This design comes from an exercise in tuning for small area, a short achievable clock period and few clock cycles per item on the open sky130 flow, not from production work.
At most, simulation tests tie the RTL to the original design; equivalence was not proved.
Power and IR drop assume default switching activity.

==> module tmcm_median, before the edit <==
module tmcm_median #(
  parameter int RAW_BITS = 12
) (
  input  logic                clk,
  input  logic                rst_n,
  input  logic                fire,
  input  logic [RAW_BITS-1:0] sx,
  input  logic [RAW_BITS-1:0] sy,
  input  logic [RAW_BITS-1:0] sz,
  input  logic [RAW_BITS-1:0] thr,
  input  logic                low_z,
  output logic [1:0]          phase,
  output logic [RAW_BITS-1:0] mx,
  output logic [RAW_BITS-1:0] my,
  output logic                touched
);
  logic [1:0]          phase_r;
  logic [RAW_BITS-1:0] hx0_r, hx1_r, hy0_r, hy1_r;
  logic                ltx_r, lty_r;
  logic                hz0_r, hz1_r;
  logic                t_r;
  logic                zpass;
  logic                x_a, x_b, y_a, y_b;
  function automatic logic [1:0] med_pick(
    input logic ab,
    input logic ac,
    input logic bc
  );
    med_pick = {ab ^ ac, ab == bc};
  endfunction
  logic x_0s, x_1s, y_0s, y_1s;
  assign x_0s = (hx0_r < sx);
  assign x_1s = (hx1_r < sx);
  assign y_0s = (hy0_r < sy);
  assign y_1s = (hy1_r < sy);
  assign zpass = ~((sz ^ {RAW_BITS{low_z}}) < (thr ^ {RAW_BITS{low_z}}));
  assign phase = phase_r;
  assign {x_a, x_b} = med_pick(ltx_r, x_0s, x_1s);
  assign {y_a, y_b} = med_pick(lty_r, y_0s, y_1s);
  always_ff @(posedge clk) begin
    if (!rst_n) phase_r <= 2'd0;
    else if (fire) phase_r <= phase_r[1] ? 2'd0 : phase_r + 2'd1;
  end
  always_ff @(posedge clk) begin
    if (fire && phase_r == 2'd0) begin
      hx0_r <= sx;
      hy0_r <= sy;
      hz0_r <= zpass;
    end
    if (fire && phase_r == 2'd1) begin
      hz1_r <= zpass;
      ltx_r <= x_0s;
      lty_r <= y_0s;
    end
    if (fire && (phase_r == 2'd1 || (phase_r[1] && (x_a || !x_b))))
      hx1_r <= (phase_r[1] && x_a) ? hx0_r : sx;
    if (fire && (phase_r == 2'd1 || (phase_r[1] && (y_a || !y_b))))
      hy1_r <= (phase_r[1] && y_a) ? hy0_r : sy;
    if (fire && phase_r[1])
      t_r <= (hz0_r & hz1_r) | (hz0_r & zpass) | (hz1_r & zpass);
  end
  assign mx = hx1_r;
  assign my = hy1_r;
  assign touched = t_r;
endmodule
==> module tmcm_muldiv, before the edit <==
module tmcm_muldiv #(
  parameter int RAW_BITS = 12
) (
  input  logic                                   clk,
  input  logic                                   load,
  input  logic                                   step,
  input  logic [RAW_BITS+tmcm_pkg::SCR_BITS-1:0] prod,
  input  logic [RAW_BITS-1:0]                    den,
  input  logic [RAW_BITS:0]                      den3,
  output logic [tmcm_pkg::SCR_BITS-1:0]          quo,
  output logic [tmcm_pkg::SCR_BITS-1:0]          quo_next
);
  localparam int SB = tmcm_pkg::SCR_BITS;
  localparam int RW = RAW_BITS + 1;
  logic [RW-1:0] r_r, r1, r2;
  logic [SB-1:0] pq_r;
  logic [RW-1:0] dd, dd3, t1, t2, k_ge, k_lt, c_ge, c_lt;
  logic          sub1;
  always_comb begin
    dd   = {1'b0, den};
    dd3  = den3;
    sub1 = ~r_r[RW-1];
    t1   = {r_r[RW-2:0], pq_r[SB-1]};
    t2   = {r_r[RW-3:0], pq_r[SB-1], pq_r[SB-2]};
    r1   = t1 + (sub1 ? ~dd : dd) + {{(RW-1){1'b0}}, sub1};
    k_ge = sub1 ? ~dd3 : dd;
    k_lt = sub1 ? ~dd : dd3;
    c_ge = t2 + k_ge + {{(RW-1){1'b0}}, sub1};
    c_lt = t2 + k_lt + {{(RW-1){1'b0}}, sub1};
    r2   = r1[RW-1] ? c_lt : c_ge;
  end
  always_ff @(posedge clk) begin
    if (load) begin
      r_r  <= {1'b0, prod[RAW_BITS+SB-1:SB]};
      pq_r <= prod[SB-1:0];
    end else if (step) begin
      r_r  <= r2;
      pq_r <= {pq_r[SB-3:0], ~r1[RW-1], ~r2[RW-1]};
    end
  end
  assign quo = pq_r;
  assign quo_next = {pq_r[SB-3:0], ~r1[RW-1], ~r2[RW-1]};
endmodule
clock: 7.0 ns
lec_check: 0
cap_margin: 20
core_margin: 2
core_utilization: 40
cts_buf_list: sky130_fd_sc_hd__clkbuf_4 sky130_fd_sc_hd__clkbuf_8
cts_cluster_size: 40
setup_slack_margin: 2.95
slew_margin: 20
run.sh (not shown) runs the stock make flow with config.mk's settings and CLKGATE_MAP_FILE= SYNTH_SCRIPT=/design/flow/synth_recipe.tcl, a recipe that flattens the netlist after the stock synthesis.
Edit:
--- a/flow/design.v
+++ b/flow/design.v
@@ -118,25 +118,24 @@
   logic                hz0_r, hz1_r;
   logic                t_r;
   logic                zpass;
   logic                x_a, x_b, y_a, y_b;
   function automatic logic [1:0] med_pick(
-    input logic ab,
-    input logic ac,
-    input logic bc
+    input logic [RAW_BITS-1:0] a,
+    input logic [RAW_BITS-1:0] b,
+    input logic [RAW_BITS-1:0] c,
+    input logic                ab
   );
+    logic ac, bc;
+    ac = (a < c);
+    bc = (b < c);
     med_pick = {ab ^ ac, ab == bc};
   endfunction
-  logic x_0s, x_1s, y_0s, y_1s;
-  assign x_0s = (hx0_r < sx);
-  assign x_1s = (hx1_r < sx);
-  assign y_0s = (hy0_r < sy);
-  assign y_1s = (hy1_r < sy);
   assign zpass = ~((sz ^ {RAW_BITS{low_z}}) < (thr ^ {RAW_BITS{low_z}}));
   assign phase = phase_r;
-  assign {x_a, x_b} = med_pick(ltx_r, x_0s, x_1s);
-  assign {y_a, y_b} = med_pick(lty_r, y_0s, y_1s);
+  assign {x_a, x_b} = med_pick(hx0_r, hx1_r, sx, ltx_r);
+  assign {y_a, y_b} = med_pick(hy0_r, hy1_r, sy, lty_r);
   always_ff @(posedge clk) begin
     if (!rst_n) phase_r <= 2'd0;
     else if (fire) phase_r <= phase_r[1] ? 2'd0 : phase_r + 2'd1;
   end
   always_ff @(posedge clk) begin
@@ -145,12 +144,12 @@
       hy0_r <= sy;
       hz0_r <= zpass;
     end
     if (fire && phase_r == 2'd1) begin
       hz1_r <= zpass;
-      ltx_r <= x_0s;
-      lty_r <= y_0s;
+      ltx_r <= (hx0_r < sx);
+      lty_r <= (hy0_r < sy);
     end
     if (fire && (phase_r == 2'd1 || (phase_r[1] && (x_a || !x_b))))
       hx1_r <= (phase_r[1] && x_a) ? hx0_r : sx;
     if (fire && (phase_r == 2'd1 || (phase_r[1] && (y_a || !y_b))))
       hy1_r <= (phase_r[1] && y_a) ? hy0_r : sy;
@@ -246,23 +245,46 @@
 );
   localparam int SB = tmcm_pkg::SCR_BITS;
   localparam int RW = RAW_BITS + 1;
   logic [RW-1:0] r_r, r1, r2;
   logic [SB-1:0] pq_r;
+  function automatic logic [RW-1:0] add_bk(
+    input logic [RW-1:0] x,
+    input logic [RW-1:0] y,
+    input logic          cin
+  );
+    logic [RW-1:0] g, p, gg, pp;
+    g  = x & y;
+    p  = x ^ y;
+    gg = g;
+    pp = p;
+    gg[0] = g[0] | (p[0] & cin);
+    for (int d = 1; d < RW; d = d * 2)
+      for (int i = 2 * d - 1; i < RW; i = i + 2 * d) begin
+        gg[i] = gg[i] | (pp[i] & gg[i-d]);
+        pp[i] = pp[i] & pp[i-d];
+      end
+    for (int d = 8; d >= 1; d = d / 2)
+      for (int i = 3 * d - 1; i < RW; i = i + 2 * d) begin
+        gg[i] = gg[i] | (pp[i] & gg[i-d]);
+        pp[i] = pp[i] & pp[i-d];
+      end
+    add_bk = p ^ {gg[RW-2:0], cin};
+  endfunction
   logic [RW-1:0] dd, dd3, t1, t2, k_ge, k_lt, c_ge, c_lt;
   logic          sub1;
   always_comb begin
     dd   = {1'b0, den};
     dd3  = den3;
     sub1 = ~r_r[RW-1];
     t1   = {r_r[RW-2:0], pq_r[SB-1]};
     t2   = {r_r[RW-3:0], pq_r[SB-1], pq_r[SB-2]};
-    r1   = t1 + (sub1 ? ~dd : dd) + {{(RW-1){1'b0}}, sub1};
+    r1   = add_bk(t1, sub1 ? ~dd : dd, sub1);
     k_ge = sub1 ? ~dd3 : dd;
     k_lt = sub1 ? ~dd : dd3;
-    c_ge = t2 + k_ge + {{(RW-1){1'b0}}, sub1};
-    c_lt = t2 + k_lt + {{(RW-1){1'b0}}, sub1};
+    c_ge = add_bk(t2, k_ge, sub1);
+    c_lt = add_bk(t2, k_lt, sub1);
     r2   = r1[RW-1] ? c_lt : c_ge;
   end
   always_ff @(posedge clk) begin
     if (load) begin
       r_r  <= {1'b0, prod[RAW_BITS+SB-1:SB]};
Total power falls by about 2.2%.
Combinational power falls by about 5%.
Worst hold slack improves by 0.012 ns.
Cell area goes down by about 2.4%.
Clock-buffer cell count climbs by 5.
Testbench counts after the change, summed over its fixed seeds: cycles 19,520, items 6,400.
Only the layout flow was run in the first run of this note; the RTL was not checked for function there.

-- afterwards: timing with drivers on the ports --
In the flow no input, the clock included, has a driving cell. The finished layouts below were timed again as built, in two steps. Step 1: set_driving_cell puts a clkbuf_16 on clk and a buf_2 on each other input, an assumption about the parent block. Step 2 moves the port delays by t, midway between the first and last clock arrival at a register: inputs arrive t later, outputs are due t later. That takes back most of the time a late clock gives input paths. a / b / c = ideal / step 1 / step 2; a / b = the first two.
| run | shift t [ns] | slack for setup (ns) | slew at the worst register clock pin (ns) | pins driven straight from the clock port |
|---|---|---|---|---|
| the first run | 0.714 | 2.960 / 2.904 / 2.319 | 0.07 / 0.07 | 1 |
| the second run | 0.713 | 2.967 / 2.914 / 2.373 | 0.07 / 0.07 | 1 |
After both steps setup and hold are still met in every run listed. For the first run, which loses most, drivers alone change the setup slack by -0.056 ns; drivers and shift together by -0.641 ns.
